Context: an optimization exercise on an open-source flow, tuned for small area, a short achievable clock period and few clock cycles per item. The choices shown serve that exercise and are no tape-out recipe. RTL that was checked went through simulation tests only; none was proved equivalent to the original. Power figures rest on the tool's default switching activity, not on a simulated workload.

the previous run:
## conv_accel_top
module conv_accel_top (
    input  logic                       clk,
    input  logic                       rst,
    input  logic                       req_valid_i,
    input  logic [1:0]                 req_op_i,
    input  logic                       req_imm_i,
    input  logic [cnn_pkg::DATA_W-1:0] req_rj_i,
    input  logic [cnn_pkg::DATA_W-1:0] req_rk_i,
    output logic                       req_ready_o,
    output logic                       rsp_valid_o,
    output logic                       mem_valid_o,
    input  logic                       mem_ready_i,
    output logic [cnn_pkg::DATA_W-1:0] mem_addr_o,
    output logic                       mem_read_o,
    output logic [cnn_pkg::DATA_W-1:0] mem_wdata_o,
    input  logic                       mem_rsp_valid_i,
    input  logic [cnn_pkg::DATA_W-1:0] mem_rsp_rdata_i
);
For scale: roughly 810 flip-flops, ~43000 um^2 of cells after synthesis.
Settings: LEC_CHECK=0, CAP_MARGIN=20, CORE_MARGIN=2, CORE_UTILIZATION=40, SLEW_MARGIN=20; clock period 10.0 ns.
standard.sh (not shown) runs the stock make flow with config.mk's settings and CLKGATE_MAP_FILE= SYNTH_SCRIPT=/design/flow/synth_recipe.tcl, a recipe that flattens the netlist after the stock synthesis.
==> flow/flow/run.sh <==
#!/bin/bash
# Standard layout; ports buffered with a plain buffer, free cell resizing, and
# timing repair aiming past the 10 ns clock's slack.
set -euo pipefail
bash standard.sh SETUP_SLACK_MARGIN=6.6 MATCH_CELL_FOOTPRINT=0 "BUFFER_PORTS_ARGS=-buffer_cell sky130_fd_sc_hd__buf_4" finish > make_finish.log 2>&1
Testbench counts of the previous run, summed over its fixed seeds: cycles 8,990, items 2,528.
### the previous run -> the current run
--- a/flow/design.v
+++ b/flow/design.v
@@ -1768,18 +1768,19 @@
     logic [3:0][DW-1:0]     wt_q;
     logic                   idle_q;              
     logic                   busy_q;
     logic                   rsp_q;
     logic [1:0]             keffm1_q;            
     logic [2:0]             wtodo_q;             
     logic [2:0]             wrsp_q;              
     logic [LW-1:0]          rtodo_q;             
+    logic [AW-1:0]          rd_addr_q;           
+    logic [AW-1:0]          wr_addr_q;           
     logic [AW-1:0]          addr_q;              
-    logic [AW-1:0]          alt_q;               
     logic [2:0]             used_q;              
     logic                   req_v_q, req_rd_q;   
     logic                   req_lastw_q;         
     logic [S-1:0][DW-1:0]   win_q;               
     logic [PW-1:0]          pos_q;               
     logic [1:0]             tap_q;
     logic [LW-1:0]          orem_q;              
     logic [DW-1:0]          acc_s_q, acc_c_q;
@@ -1886,47 +1887,49 @@
                     wrsp_q      <= '0;
                     req_lastw_q <= 1'b0;
                     rtodo_q     <= n_q - LW'(1);
                     used_q      <= 3'd1;
                 end
             end else if (busy_q) begin
                 if (last_wr) idle_q <= 1'b1;
                 if (rsp_w) wrsp_q <= wrsp_q - 3'd1;
-                if (slot) req_v_q <= new_wr | new_rd;
-                if (new_wr | new_rd) req_rd_q <= new_rd;
+                if (slot) begin
+                    req_v_q  <= new_wr | new_rd;
+                    req_rd_q <= ~new_wr;
+                end
                 if (new_rd) begin
                     req_lastw_q <= (wtodo_q == 3'd1);
                     if (wtodo_q != 3'd0) wtodo_q <= wtodo_m1;
                 end
                 if (new_src_rd) rtodo_q <= rtodo_m1;
                 used_q <= new_src_rd ? used_inc : used_keep;
             end
         end
     end
-    logic [AW-1:0] addr_inc, addr_nx;
-    logic          swap;
-    assign addr_inc = addr_q + AW'(1);
-    assign addr_nx  = rd_acc ? (req_lastw_q ? src_q : addr_inc) : (wr_acc ? addr_inc : addr_q);
-    assign swap     = (new_wr & req_rd_q) | (new_rd & ~req_rd_q);
+    logic [AW-1:0] rd_addr_d, wr_addr_d;
+    logic [AW-1:0] addr_inc;                     
+    assign addr_inc  = addr_q + AW'(1);
+    assign rd_addr_d = rd_acc ? (req_lastw_q ? src_q : addr_inc) : rd_addr_q;
+    assign wr_addr_d = wr_acc ? addr_inc : wr_addr_q;
     always_ff @(posedge clk) begin
         if (conv_hsk) begin
-            addr_q <= req_imm_i ? req_rj_i[DW-1:2] : src_q;
-            alt_q  <= dst_q;
+            wr_addr_q <= dst_q;
+            addr_q    <= req_imm_i ? req_rj_i[DW-1:2] : src_q;
         end else begin
-            addr_q <= swap ? alt_q : addr_nx;
-            if (swap) alt_q <= addr_nx;
+            rd_addr_q <= rd_addr_d;
+            wr_addr_q <= wr_addr_d;
+            if (new_wr)      addr_q <= wr_addr_d;
+            else if (new_rd) addr_q <= rd_addr_d;
         end
     end
     logic [1:0] widx;
     assign widx = km1_q + 2'd1 - wrsp_q[1:0];    
     always_ff @(posedge clk) begin
-        for (int i = 0; i < 4; i++) begin
-            if (rsp_w && widx == 2'(i)) wt_q[i] <= mem_rsp_rdata_i;
-        end
+        if (rsp_w) wt_q[widx] <= mem_rsp_rdata_i;
         if (rsp_d) begin
             win_q[0] <= mem_rsp_rdata_i;
             for (int i = 1; i < S; i++) win_q[i] <= win_q[i-1];
         end
     end
     logic [DW-1:0]   xa_q;
     logic [DW/2-1:0] one, two, neg, onea_q, twoa_q, nega_q;   
     logic          va_q, fa_q, la_q;
Results
- Compared with the previous run, the current run shows wire length per cell after detailed routing that has gone down slightly.
- The current run was carried through to the last stage, and its layout satisfied the timing, DRC and antenna checks.
- | detailed-route via count | the current run vs the previous run | worse |
- On worst relative slew slack, the current run does worse than the previous run.
- Lower placeable core region among the previous run and the current run: the previous run
- The previous run -> the current run: register-to-register setup slack flat
- Taking the previous run as the reference, in the current run cell count moved up, portion of total power attributed to combinational logic moved up, combined area of the multi-input logic cells moved up, final worst-path cycle share level, cell area moved up.
Testbench counts of the current run, summed over its fixed seeds: cycles 8,990, items 2,528.

========
Another version of the RTL of conv_accel_top (not shown whole).
For scale: ~4,100 cells after synthesis, roughly 840 flip-flops, roughly 170 I/O pins.
export LEC_CHECK = 0
export CAP_MARGIN = 20
export CORE_MARGIN = 2
export CORE_UTILIZATION = 40
export SLEW_MARGIN = 20
create_clock -name core_clock -period 10.0 [get_ports {clk}]
==> flow/flow/run.sh <==
#!/bin/bash
# Standard layout; ports buffered with a plain buffer, free cell resizing, and
# timing repair aiming past the 10 ns clock's slack.
set -euo pipefail
bash standard.sh SETUP_SLACK_MARGIN=6.8 MATCH_CELL_FOOTPRINT=0 "BUFFER_PORTS_ARGS=-buffer_cell sky130_fd_sc_hd__buf_4" finish > make_finish.log 2>&1
The baseline produced a clean layout.
==> next run, changes <==
--- a/flow/design.v
+++ b/flow/design.v
@@ -1821,27 +1821,27 @@
     assign slot   = ~req_v_q | mem_ready_i;
     assign rsp_w  = mem_rsp_valid_i & (wrsp_q != 3'd0);
     assign rsp_d  = mem_rsp_valid_i & (wrsp_q == 3'd0);
     assign mem_valid_o = req_v_q;
     assign mem_read_o  = req_rd_q;
     assign mem_addr_o  = {addr_q, 2'b00};
     assign mem_wdata_o = res_q;
     logic avail, last_tap, mac_fire, free;
     assign avail      = ~pos_q[PW-1];
     assign last_tap   = (tap_q == keffm1_q);
     assign acc_vacate = acc_full_q & (~res1_full_q | wr_acc);
-    assign mac_fire   = busy_q & avail & (orem_q != LW'(km1_q)) & ((tap_q != 2'd0) | (oinf_q != 2'd3));
+    assign mac_fire   = busy_q & avail & (orem_q != '0) & ((tap_q != 2'd0) | (oinf_q != 2'd3));
     assign free       = mac_fire & (tap_q == 2'd0);
     assign res_full_nx = res1_full_q | (res_full_q & ~wr_acc) | acc_vacate;
-    assign want_rd     = (wtodo_q != 3'd0) | ((rtodo_q != LW'(kdrop)) & (int'(used_q) < S));
-    assign last_wr     = wr_acc & (orem_q == LW'(km1_q)) & (oinf_q == 2'd1);
+    assign want_rd     = (wtodo_q != 3'd0) | ((rtodo_q != '0) & (int'(used_q) < S));
+    assign last_wr     = wr_acc & (orem_q == '0) & (oinf_q == 2'd1);
     always_ff @(posedge clk) begin
         if (rst) begin
             idle_q      <= 1'b1;
             rsp_q       <= 1'b0;
             req_v_q     <= 1'b0;
             req_rd_q    <= 1'b0;
             req_lastw_q <= 1'b0;
             wtodo_q     <= '0;
             wrsp_q      <= '0;
             rtodo_q     <= '0;
             used_q      <= '0;
@@ -1855,23 +1855,23 @@
                     keffm1_q    <= km1_q;
                     wtodo_q     <= {1'b0, km1_q};
                     wrsp_q      <= {1'b0, km1_q} + 3'd1;
                     req_lastw_q <= (km1_q == 2'd0);
                     rtodo_q     <= n_q;
                     used_q      <= '0;
                 end else begin
                     keffm1_q    <= keff_reuse;
                     wtodo_q     <= '0;
                     wrsp_q      <= '0;
                     req_lastw_q <= 1'b0;
-                    rtodo_q     <= n_q - LW'(1);
+                    rtodo_q     <= n_q - LW'(kdrop) - LW'(1);
                     used_q      <= 3'd1;
                 end
             end else if (busy_q) begin
                 if (last_wr) idle_q <= 1'b1;
                 if (rsp_w) wrsp_q <= wrsp_q - 3'd1;
                 if (slot) begin
                     if (!last_wr && res_full_nx) begin
                         req_v_q  <= 1'b1;
                         req_rd_q <= 1'b0;
                     end else if (!last_wr && want_rd) begin
                         req_v_q     <= 1'b1;
@@ -1891,22 +1891,23 @@
     end
     logic [AW-1:0] rd_addr_d, wr_addr_d;
     logic          new_wr, new_rd;
     logic [AW-1:0] addr_inc;                     
     assign addr_inc  = addr_q + AW'(1);
     assign rd_addr_d = rd_acc ? (req_lastw_q ? src_q : addr_inc) : rd_addr_q;
     assign wr_addr_d = wr_acc ? addr_inc : wr_addr_q;
     assign new_wr    = busy_q & slot & ~last_wr & res_full_nx;
     assign new_rd    = busy_q & slot & ~last_wr & ~res_full_nx & want_rd;
     always_ff @(posedge clk) begin
         if (conv_hsk) begin
+            rd_addr_q <= req_imm_i ? req_rj_i[DW-1:2] : src_q;
             wr_addr_q <= dst_q;
             addr_q    <= req_imm_i ? req_rj_i[DW-1:2] : src_q;
         end else begin
             rd_addr_q <= rd_addr_d;
             wr_addr_q <= wr_addr_d;
             if (new_wr)      addr_q <= wr_addr_d;
             else if (new_rd) addr_q <= rd_addr_d;
         end
     end
     logic [1:0] widx;
     assign widx = km1_q + 2'd1 - wrsp_q[1:0];    
@@ -1942,23 +1943,23 @@
             res_full_q <= 1'b0;
             res1_full_q <= 1'b0;
             oinf_q     <= '0;
             va_q       <= 1'b0;
             vb_q       <= 1'b0;
         end else begin
             va_q <= mac_fire;
             vb_q <= va_q;
             if (conv_hsk) begin
                 pos_q      <= {PW{1'b1}};
                 tap_q      <= '0;
-                orem_q     <= n_q;
+                orem_q     <= n_q - LW'(km1_q);
                 acc_full_q <= 1'b0;
                 res_full_q <= 1'b0;
                 res1_full_q <= 1'b0;
                 oinf_q     <= '0;
             end else begin
                 pos_q      <= pos_q + pos_step;
                 acc_full_q <= (acc_full_q & ~acc_vacate) | (vb_q & lb_q);
                 res_full_q <= res_full_nx;
                 res1_full_q <= (res1_full_q & ~wr_acc) | (acc_vacate & res_full_q & ~(wr_acc & ~res1_full_q));
                 oinf_q     <= oinf_q + (free ? 2'd1 : 2'd0) - (wr_acc ? 2'd1 : 2'd0);
                 if (mac_fire) begin
- power goes down by 2.9%
- fmax goes up by 1.0%
- clock-buffer cell count goes up by 4
- core utilization goes down by 0.71 points
- routed wire length goes down by about 6%
- first-iteration DRC count goes down by 13%
- setup slack gains 34 ps
- worst hold slack barely changes
- die area is about the same
Testbench counts after the change, summed over its fixed seeds: cycles 8,990, items 2,528.
No functional check of the RTL was part of the first run of this note.

========
conv_accel_top with an RTL version that a note above also has.
For scale: roughly 3500 cells after synthesis, ~810 flip-flops, roughly 43000 µm² of cells after synthesis.
==> flow/config.mk <==
export PLATFORM = sky130hd
export DESIGN_NAME = conv_accel_top
export DESIGN_NICKNAME = conv_accel_top
export VERILOG_FILES = /design/flow/design.v
export SDC_FILE = /design/flow/constraint.sdc
export NUM_CORES = 4
export LEC_CHECK = 0
export CAP_MARGIN = 10
export CORE_MARGIN = 2
export CORE_UTILIZATION = 40
export SLEW_MARGIN = 10
==> flow/constraint.sdc <==
create_clock -name core_clock -period 10.0 [get_ports {clk}]
set_input_delay 2.0000 -clock core_clock [delete_from_list [all_inputs] [get_ports {clk}]]
set_output_delay 2.0000 -clock core_clock [all_outputs]
set_load 0.01 [all_outputs]
==> flow/flow/run.sh <==
#!/bin/bash
# Standard layout; ports buffered with a plain buffer, free cell resizing, and
# timing repair aiming past the 10 ns clock's slack.
set -euo pipefail
bash standard.sh SETUP_SLACK_MARGIN=6.7 MATCH_CELL_FOOTPRINT=0 "BUFFER_PORTS_ARGS=-buffer_cell sky130_fd_sc_hd__buf_1" finish > make_finish.log 2>&1
Testbench counts at the start, summed over its fixed seeds: cycles 8,990, items 2,528.
Change:
--- a/flow/design.v
+++ b/flow/design.v
@@ -2,10 +2,10 @@
     localparam int DATA_W    = 32;
     localparam int ADDR_W    = 30;                 
     localparam int MAX_TAPS  = 4;
     localparam int LEN_W     = 12;
-    localparam int WIN_WORDS = 5;                  
-    localparam int POS_W     = 4;                  
+    localparam int WIN_WORDS = 4;                  
+    localparam int POS_W     = 3;                  
     localparam int MID_BITS  = 119;                
     localparam logic [1:0] OP_CONF_SRC = 2'd0;     
     localparam logic [1:0] OP_CONF_DST = 2'd1;     
     localparam logic [1:0] OP_CONV     = 2'd2;     
What happened: Routed wire length drops by 4.6%; sequential cell count drops by 33; setup slack stays flat; count of clock-buffer cells in the layout drops by 3; final area drops by 4.0%; area after synthesis drops by 3.1%.
No functional check of the RTL was part of the second run of this note.

## re-timing with driven ports
Ports are ideal in the flow. The routed layouts listed here were re-timed in OpenROAD.
Step 1 assumes that a clkbuf_16 drives the clock port and a buf_2 every other input.
Step 2 moves the port delays by t, midway between the first and last clock arrival at a register: inputs arrive t later, outputs are due t later. That takes back most of the time a late clock gives input paths.
a / b / c = ideal ports / drivers / drivers and shift; a / b = the first two.
| run | t (ns) | slack for setup (ns) | hold slack, ns | clock arrival spread, ns | cell pins on the clock port's net |
|---|---|---|---|---|---|
| the previous run | 0.728 | 6.634 / 6.578 / 5.946 | 0.333 / 0.333 / 0.333 | 0.066 / 0.067 | 1 |
| the current run | 0.746 | 6.635 / 6.562 / 5.977 | 0.326 / 0.326 / 0.326 | 0.045 / 0.046 | 1 |
| the first run of note 2 | 0.763 | 6.626 / 6.594 / 5.887 | 0.325 / 0.325 / 0.325 | 0.065 / 0.066 | 1 |
| the second run of note 2 | 0.748 | 6.660 / 6.587 / 5.973 | 0.327 / 0.327 / 0.327 | 0.049 / 0.049 | 1 |
| the first run of note 3 | 0.737 | 6.737 / 6.669 / 6.072 | 0.327 / 0.327 / 0.327 | 0.041 / 0.042 | 1 |
| the second run of note 3 | 0.740 | 6.736 / 6.675 / 6.006 | 0.325 / 0.325 / 0.325 | 0.049 / 0.049 | 1 |
After both steps setup and hold are still met in every run listed. The setup slack of the first run of note 2, which loses most, moves by -0.032 ns with the drivers and by -0.739 ns with both steps.
